This is an optimization exercise on Yosys and OpenROAD, whose aim is small area, a short achievable clock period and few clock cycles per item, not a production implementation.
RTL that was checked went through simulation tests only; none was proved equivalent to the original.
Power figures rest on the tool's default switching activity, not on a simulated workload.

==> flow/design.v <==
`timescale 1ns/100ps
package pipe_pkg;
  typedef logic [32-1:0] word_t;
  typedef logic [3-1:0]  reg_t;
  typedef logic [16-1:0]  imm_t;
  typedef enum logic [3:0] {
    OP_AND  = 4'd0,
    OP_NOT  = 4'd1,
    OP_OR   = 4'd2,
    OP_XOR  = 4'd3,
    OP_ADD  = 4'd4,
    OP_SUB  = 4'd5,
    OP_MOV0 = 4'd6,
    OP_MOV1 = 4'd7,
    OP_MOVI = 4'd8
  } opcode_t;
  typedef enum logic {
    FWD_RF = 1'b0,
    FWD_S3 = 1'b1
  } fwd_sel_t;
endpackage
`timescale 1ns/100ps
module inst_queue #(
  parameter int DEPTH = 13
) (
  input  logic        clk,
  input  logic        rst,
  input  logic        in_pass,
  input  logic [19:0] in_enc,
  input  logic        h_adv,
  output logic        in_accept,
  output logic        h_vld,
  output logic [19:0] h_enc
);
  logic [19:0] mem [DEPTH];
  logic [3:0]  wr_ptr;
  logic [3:0]  rd_ptr;
  logic [3:0]  cnt;
  logic        full_r;
  logic        empty_r;
  logic push;
  logic h_free;
  logic buf_wr;
  logic buf_rd;
  logic [3:0] cnt_nxt;
  assign push   = in_pass & ~full_r;
  assign h_free = ~h_vld | h_adv;
  assign buf_rd = h_free & ~empty_r;
  assign buf_wr = push & ~(h_free & empty_r);
  always_comb begin
    cnt_nxt = cnt;
    if (buf_wr & ~buf_rd) cnt_nxt = cnt + 4'd1;
    else if (buf_rd & ~buf_wr) cnt_nxt = cnt - 4'd1;
  end
  always_ff @(posedge clk) begin
    if (rst) begin
      wr_ptr  <= '0;
      rd_ptr  <= '0;
      cnt     <= '0;
      full_r  <= 1'b0;
      empty_r <= 1'b1;
      h_vld   <= 1'b0;
    end else begin
      if (buf_wr) wr_ptr <= (wr_ptr == 4'(DEPTH - 1)) ? 4'd0 : wr_ptr + 4'd1;
      if (buf_rd) rd_ptr <= (rd_ptr == 4'(DEPTH - 1)) ? 4'd0 : rd_ptr + 4'd1;
      cnt     <= cnt_nxt;
      full_r  <= (cnt_nxt == 4'(DEPTH));
      empty_r <= (cnt_nxt == 4'd0);
      if (h_free) h_vld <= ~empty_r | push;
    end
  end
  always_ff @(posedge clk) begin
    if (!full_r) mem[wr_ptr] <= in_enc;
  end
  always_ff @(posedge clk) begin
    if (h_free) h_enc <= empty_r ? in_enc : mem[rd_ptr];
  end
  assign in_accept = ~full_r;
endmodule
`timescale 1ns/100ps
module reg_file #(
  parameter int W = 8
) (
  input  logic  clk,
  input  pipe_pkg::reg_t ra0,
  input  pipe_pkg::reg_t ra1,
  input  logic           wen,
  input  pipe_pkg::reg_t wa,
  input  logic [W-1:0]   wdata,
  output logic [W-1:0]   rdata0,
  output logic [W-1:0]   rdata1
);
  localparam int N_REGS = 1 << 3;
  logic [W-1:0] mem [N_REGS];
  always_ff @(posedge clk) begin
    if (wen) mem[wa] <= wdata;
  end
  assign rdata0 = mem[ra0];
  assign rdata1 = mem[ra1];
endmodule
`timescale 1ns/100ps
module issue_stage (
  input  pipe_pkg::opcode_t in_op,
  input  pipe_pkg::reg_t    in_ra0,
  input  pipe_pkg::reg_t    in_ra1,
  input  pipe_pkg::reg_t    in_wa,
  input  pipe_pkg::imm_t    in_imm,
  output logic [19:0]       enc
);
  logic       movi;
  logic       arith;
  logic       sub;
  logic [3:0] lut;
  always_comb begin
    movi  = 1'b0;
    arith = 1'b0;
    sub   = 1'b0;
    case (in_op)
      pipe_pkg::OP_AND:  lut = 4'b1000;
      pipe_pkg::OP_NOT:  lut = 4'b0011;
      pipe_pkg::OP_OR:   lut = 4'b1110;
      pipe_pkg::OP_XOR:  lut = 4'b0110;
      pipe_pkg::OP_ADD:  begin lut = 4'b0000; arith = 1'b1; end
      pipe_pkg::OP_SUB:  begin lut = 4'b0000; arith = 1'b1; sub = 1'b1; end
      pipe_pkg::OP_MOV0: lut = 4'b1100;
      pipe_pkg::OP_MOV1: lut = 4'b1010;
      pipe_pkg::OP_MOVI: begin lut = 4'b0000; movi = 1'b1; end
      default:           lut = 4'b1100;
    endcase
  end
  assign enc = {in_wa, movi,
                movi ? in_imm : {4'b0000, lut, arith, sub, in_ra1, in_ra0}};
endmodule
`timescale 1ns/100ps
module exec_unit #(
  parameter int N = 8
) (
  input  logic            clk,
  input  logic            rst,
  input  logic            hold,
  input  logic            h_vld,
  input  logic [19:0]     h_enc,
  output logic            h_adv,
  output logic            out_vld,
  output pipe_pkg::reg_t  out_wa,
  output pipe_pkg::word_t out_wdata
);
  localparam int W = 32 / N;
  logic [N-1:0]          v;
  logic [N-1:0][2:0]     wa;
  logic [N-1:0][2:0]     ra0;
  logic [N-1:0][2:0]     ra1;
  logic [N-1:0]          movi;
  logic [N-1:0][3:0]     lut;
  logic [N-1:0]          arith;
  logic [N-1:0]          sub;
  logic [N-1:0]          cin;
  logic [N-1:0]          fwd0;
  logic [N-1:0]          fwd1;
  logic [N-1:0][15:0]    imm;
  logic [N-1:0][W-1:0]   opa;
  logic [N-1:0][W-1:0]   opb;
  logic [N-1:0][W-1:0]   r;
  logic [N-1:0]          wbv;
  logic [N-1:0][2:0]     wbwa;
  logic [N-1:0][W-1:0]   sk;
  logic [N-1:0][W-1:0]   sl;
  logic [N-1:0][31:0]    cr;
  logic [31:0]           out_lo;
  logic [N-1:0]          in_v;
  logic [N-1:0][2:0]     in_wa;
  logic [N-1:0][2:0]     in_ra0;
  logic [N-1:0][2:0]     in_ra1;
  logic [N-1:0]          in_movi;
  logic [N-1:0][3:0]     in_lut;
  logic [N-1:0]          in_arith;
  logic [N-1:0]          in_sub;
  logic [N-1:0][15:0]    in_imm;
  logic [N-1:0][W-1:0]   rd0;
  logic [N-1:0][W-1:0]   rd1;
  logic [N-1:0]          byp0;
  logic [N-1:0]          byp1;
  logic [N-1:0]          ex;
  logic [N-1:0]          fr;
  logic [N-1:0][W-1:0]   a;
  logic [N-1:0][W-1:0]   b;
  logic [N-1:0][W-1:0]   res;
  logic [N-1:0]          cout;
  assign fr[N-1] = ~v[N-1] | ~hold;
  assign ex[N-1] = v[N-1] & ~hold;
  for (genvar k = 0; k < N - 1; k++) begin : g_adv
    assign fr[k] = ~v[k] | fr[k+1];
    assign ex[k] = v[k] & fr[k+1];
  end
  assign h_adv = fr[0];
  assign in_v[0]     = h_vld;
  assign in_wa[0]    = h_enc[19:17];
  assign in_ra0[0]   = h_enc[2:0];
  assign in_ra1[0]   = h_enc[5:3];
  assign in_movi[0]  = h_enc[16];
  assign in_lut[0]   = h_enc[16] ? 4'b1010 : h_enc[11:8];
  assign in_arith[0] = ~h_enc[16] & h_enc[7];
  assign in_sub[0]   = h_enc[6];
  assign in_imm[0]   = h_enc[15:0];
  for (genvar k = 1; k < N; k++) begin : g_in
    assign in_v[k]     = v[k-1];
    assign in_wa[k]    = wa[k-1];
    assign in_ra0[k]   = ra0[k-1];
    assign in_ra1[k]   = ra1[k-1];
    assign in_movi[k]  = movi[k-1];
    assign in_lut[k]   = lut[k-1];
    assign in_arith[k] = arith[k-1];
    assign in_sub[k]   = sub[k-1];
    assign in_imm[k]   = imm[k-1];
  end
  for (genvar k = 0; k < N; k++) begin : g_slice
    reg_file #(.W(W)) i_rf (
      .clk    (clk),
      .ra0    (in_ra0[k]),
      .ra1    (in_ra1[k]),
      .wen    (wbv[k]),
      .wa     (wbwa[k]),
      .wdata  (r[k]),
      .rdata0 (rd0[k]),
      .rdata1 (rd1[k])
    );
    always_ff @(posedge clk) begin
      if (rst) v[k] <= 1'b0;
      else if (fr[k]) v[k] <= in_v[k];
    end
    always_ff @(posedge clk) begin
      if (fr[k]) begin
        wa[k]    <= in_wa[k];
        ra0[k]   <= in_ra0[k];
        ra1[k]   <= in_ra1[k];
        movi[k]  <= in_movi[k];
        lut[k]   <= in_lut[k];
        arith[k] <= in_arith[k];
        sub[k]   <= in_sub[k];
        imm[k]   <= in_imm[k];
      end
    end
    assign byp0[k] = wbv[k] && (wbwa[k] == in_ra0[k]);
    assign byp1[k] = wbv[k] && (wbwa[k] == in_ra1[k]);
    always_ff @(posedge clk) begin
      fwd0[k] <= ex[k] && (wa[k] == in_ra0[k]);
      fwd1[k] <= ex[k] && (wa[k] == in_ra1[k]) && !in_movi[k];
    end
    always_ff @(posedge clk) begin
      if (fr[k] && !byp0[k])                opa[k] <= rd0[k];
      else if (fr[k] || fwd0[k])            opa[k] <= r[k];
      if (fr[k] && in_movi[k])              opb[k] <= (k * W < 16) ? W'(in_imm[k] >> (k * W)) : '0;
      else if (fr[k] && !byp1[k])           opb[k] <= rd1[k];
      else if (fr[k] || fwd1[k])            opb[k] <= r[k];
    end
    assign a[k] = fwd0[k] ? r[k] : opa[k];
    assign b[k] = fwd1[k] ? r[k] : opb[k];
    logic [W+1:0] s;
    logic [W-1:0] l;
    logic         c;
    if (k == 0) begin : g_c0
      assign c = sub[k];
    end else begin : g_cn
      assign c = cin[k];
    end
    assign s = {1'b0, a[k], 1'b1} + {1'b0, b[k] ^ {W{sub[k]}}, c};
    always_comb begin
      for (int i = 0; i < W; i++) begin
        l[i] = lut[k][{a[k][i], b[k][i]}];
      end
    end
    assign res[k]  = arith[k] ? s[W:1] : l;
    assign cout[k] = s[W+1];
    always_ff @(posedge clk) begin
      r[k]    <= res[k];
      wbwa[k] <= wa[k];
    end
    always_ff @(posedge clk) begin
      if (rst) wbv[k] <= 1'b0;
      else     wbv[k] <= ex[k];
    end
    always_ff @(posedge clk) begin
      if (wbv[k]) sk[k] <= r[k];
    end
    assign sl[k] = wbv[k] ? r[k] : sk[k];
    if (k > 0) begin : g_cin
      always_ff @(posedge clk) begin
        if (fr[k]) cin[k] <= cout[k-1];
      end
    end else begin : g_cin0
      assign cin[k] = 1'b0;
    end
    always_ff @(posedge clk) begin
      if (k < 2) cr[k] <= '0;
      else if (fr[k]) cr[k] <= cr[(k < 2) ? 0 : k-1] | (32'(sl[(k < 2) ? 0 : k-2]) << ((k < 2) ? 0 : (k-2) * W));
    end
  end
  always_ff @(posedge clk) begin
    if (rst) out_vld <= 1'b0;
    else     out_vld <= ex[N-1];
  end
  always_ff @(posedge clk) begin
    out_wa <= wa[N-1];
    out_lo <= cr[N-1] | (32'(sl[N-2]) << ((N-2) * W));
  end
  assign out_wdata = {r[N-1], out_lo[(N-1)*W-1:0]};
endmodule
`timescale 1ns/100ps
module precompute_pipe (
  input  logic    clk,
  input  logic    rst,
  input  logic    in_pass,
  input  logic [3:0]  in_op,
  input  logic [2:0]  in_ra0,
  input  logic [2:0]  in_ra1,
  input  logic [2:0]  in_wa,
  input  logic [15:0] in_imm,
  input  logic    hold,
  output logic    in_accept,
  output logic    out_vld,
  output logic [2:0]  out_wa,
  output logic [31:0] out_wdata
);
  logic [19:0] in_enc;
  logic        h_vld;
  logic [19:0] h_enc;
  logic        h_adv;
  issue_stage i_issue_stage (
    .in_op  (pipe_pkg::opcode_t'(in_op)),
    .in_ra0 (in_ra0),
    .in_ra1 (in_ra1),
    .in_wa  (in_wa),
    .in_imm (in_imm),
    .enc    (in_enc)
  );
  inst_queue #(.DEPTH(15 - 8)) i_inst_queue (
    .clk       (clk),
    .rst       (rst),
    .in_pass   (in_pass),
    .in_enc    (in_enc),
    .h_adv     (h_adv),
    .in_accept (in_accept),
    .h_vld     (h_vld),
    .h_enc     (h_enc)
  );
  exec_unit i_exec_unit (
    .clk       (clk),
    .rst       (rst),
    .hold      (hold),
    .h_vld     (h_vld),
    .h_enc     (h_enc),
    .h_adv     (h_adv),
    .out_vld   (out_vld),
    .out_wa    (out_wa),
    .out_wdata (out_wdata)
  );
endmodule
Settings: LEC_CHECK=0, CAP_MARGIN=20, CORE_MARGIN=2, CORE_UTILIZATION=60, CTS_CLUSTER_DIAMETER=100, CTS_CLUSTER_SIZE=30, PLACE_DENSITY=0.75, SETUP_SLACK_MARGIN=2.4, SLEW_MARGIN=20; clock period 4.5 ns.
run.sh (not shown) runs the stock make flow with config.mk's settings and CLKGATE_MAP_FILE= SYNTH_SCRIPT=/design/flow/synth_recipe.tcl, a recipe that flattens the netlist after the stock synthesis.
Testbench counts at the start, summed over its fixed seeds: cycles 12,080, items 12,000.
Rerun with:
--- a/flow/design.v
+++ b/flow/design.v
@@ -270,12 +270,16 @@
       end
     end
     assign res[k]  = arith[k] ? s[W:1] : l;
     assign cout[k] = s[W+1];
     always_ff @(posedge clk) begin
-      r[k]    <= res[k];
-      wbwa[k] <= wa[k];
+      r[k] <= res[k];
+    end
+    if (k < N - 1) begin : g_wbwa
+      assign wbwa[k] = wa[k+1];
+    end else begin : g_wbwa_last
+      assign wbwa[k] = out_wa;
     end
     always_ff @(posedge clk) begin
       if (rst) wbv[k] <= 1'b0;
       else     wbv[k] <= ex[k];
     end
What happened:
- The new run produced a clean layout
- non-clock buffer count grows by 1
- clock power stays flat
- setup slack is worse by 0.035 ns
- via count falls slightly
- final cell count stays flat
- critical path depth increases by 4
- sequential share of layout area shrinks by 0.57 points
- cell area falls slightly
- total power grows slightly
- synthesized cell count barely changes
- wire length goes down slightly
- area after synthesis went down slightly
For the second run of this note, only the layout was checked, not whether the RTL still works.

[static timing again, ports no longer ideal]
In the flow no input, the clock included, has a driving cell. The finished layouts below were timed again as built, in two steps. Step 1: set_driving_cell puts a clkbuf_16 on clk and a buf_2 on each other input, an assumption about the parent block. Step 2 also shifts input and output timing later by t, the mid clock arrival at the registers, as if the neighbouring blocks saw the same clock. Three values: ideal, step 1, step 2; two values: the first two.
run	t (ns)	slack for setup (ns)	worst hold slack (ns)	worst data-port slew with drivers (ns)	pins driven straight from the clock port
the first run	0.659	2.435 / 2.375 / 1.790	0.351 / 0.351 / 0.351	0.11	1
the second run	0.657	2.400 / 2.375 / 1.772	0.344 / 0.344 / 0.344	0.09	1
After both steps setup and hold are still met in every run listed. The setup slack of the first run, which loses most, moves by -0.060 ns with the drivers and by -0.645 ns with both steps.
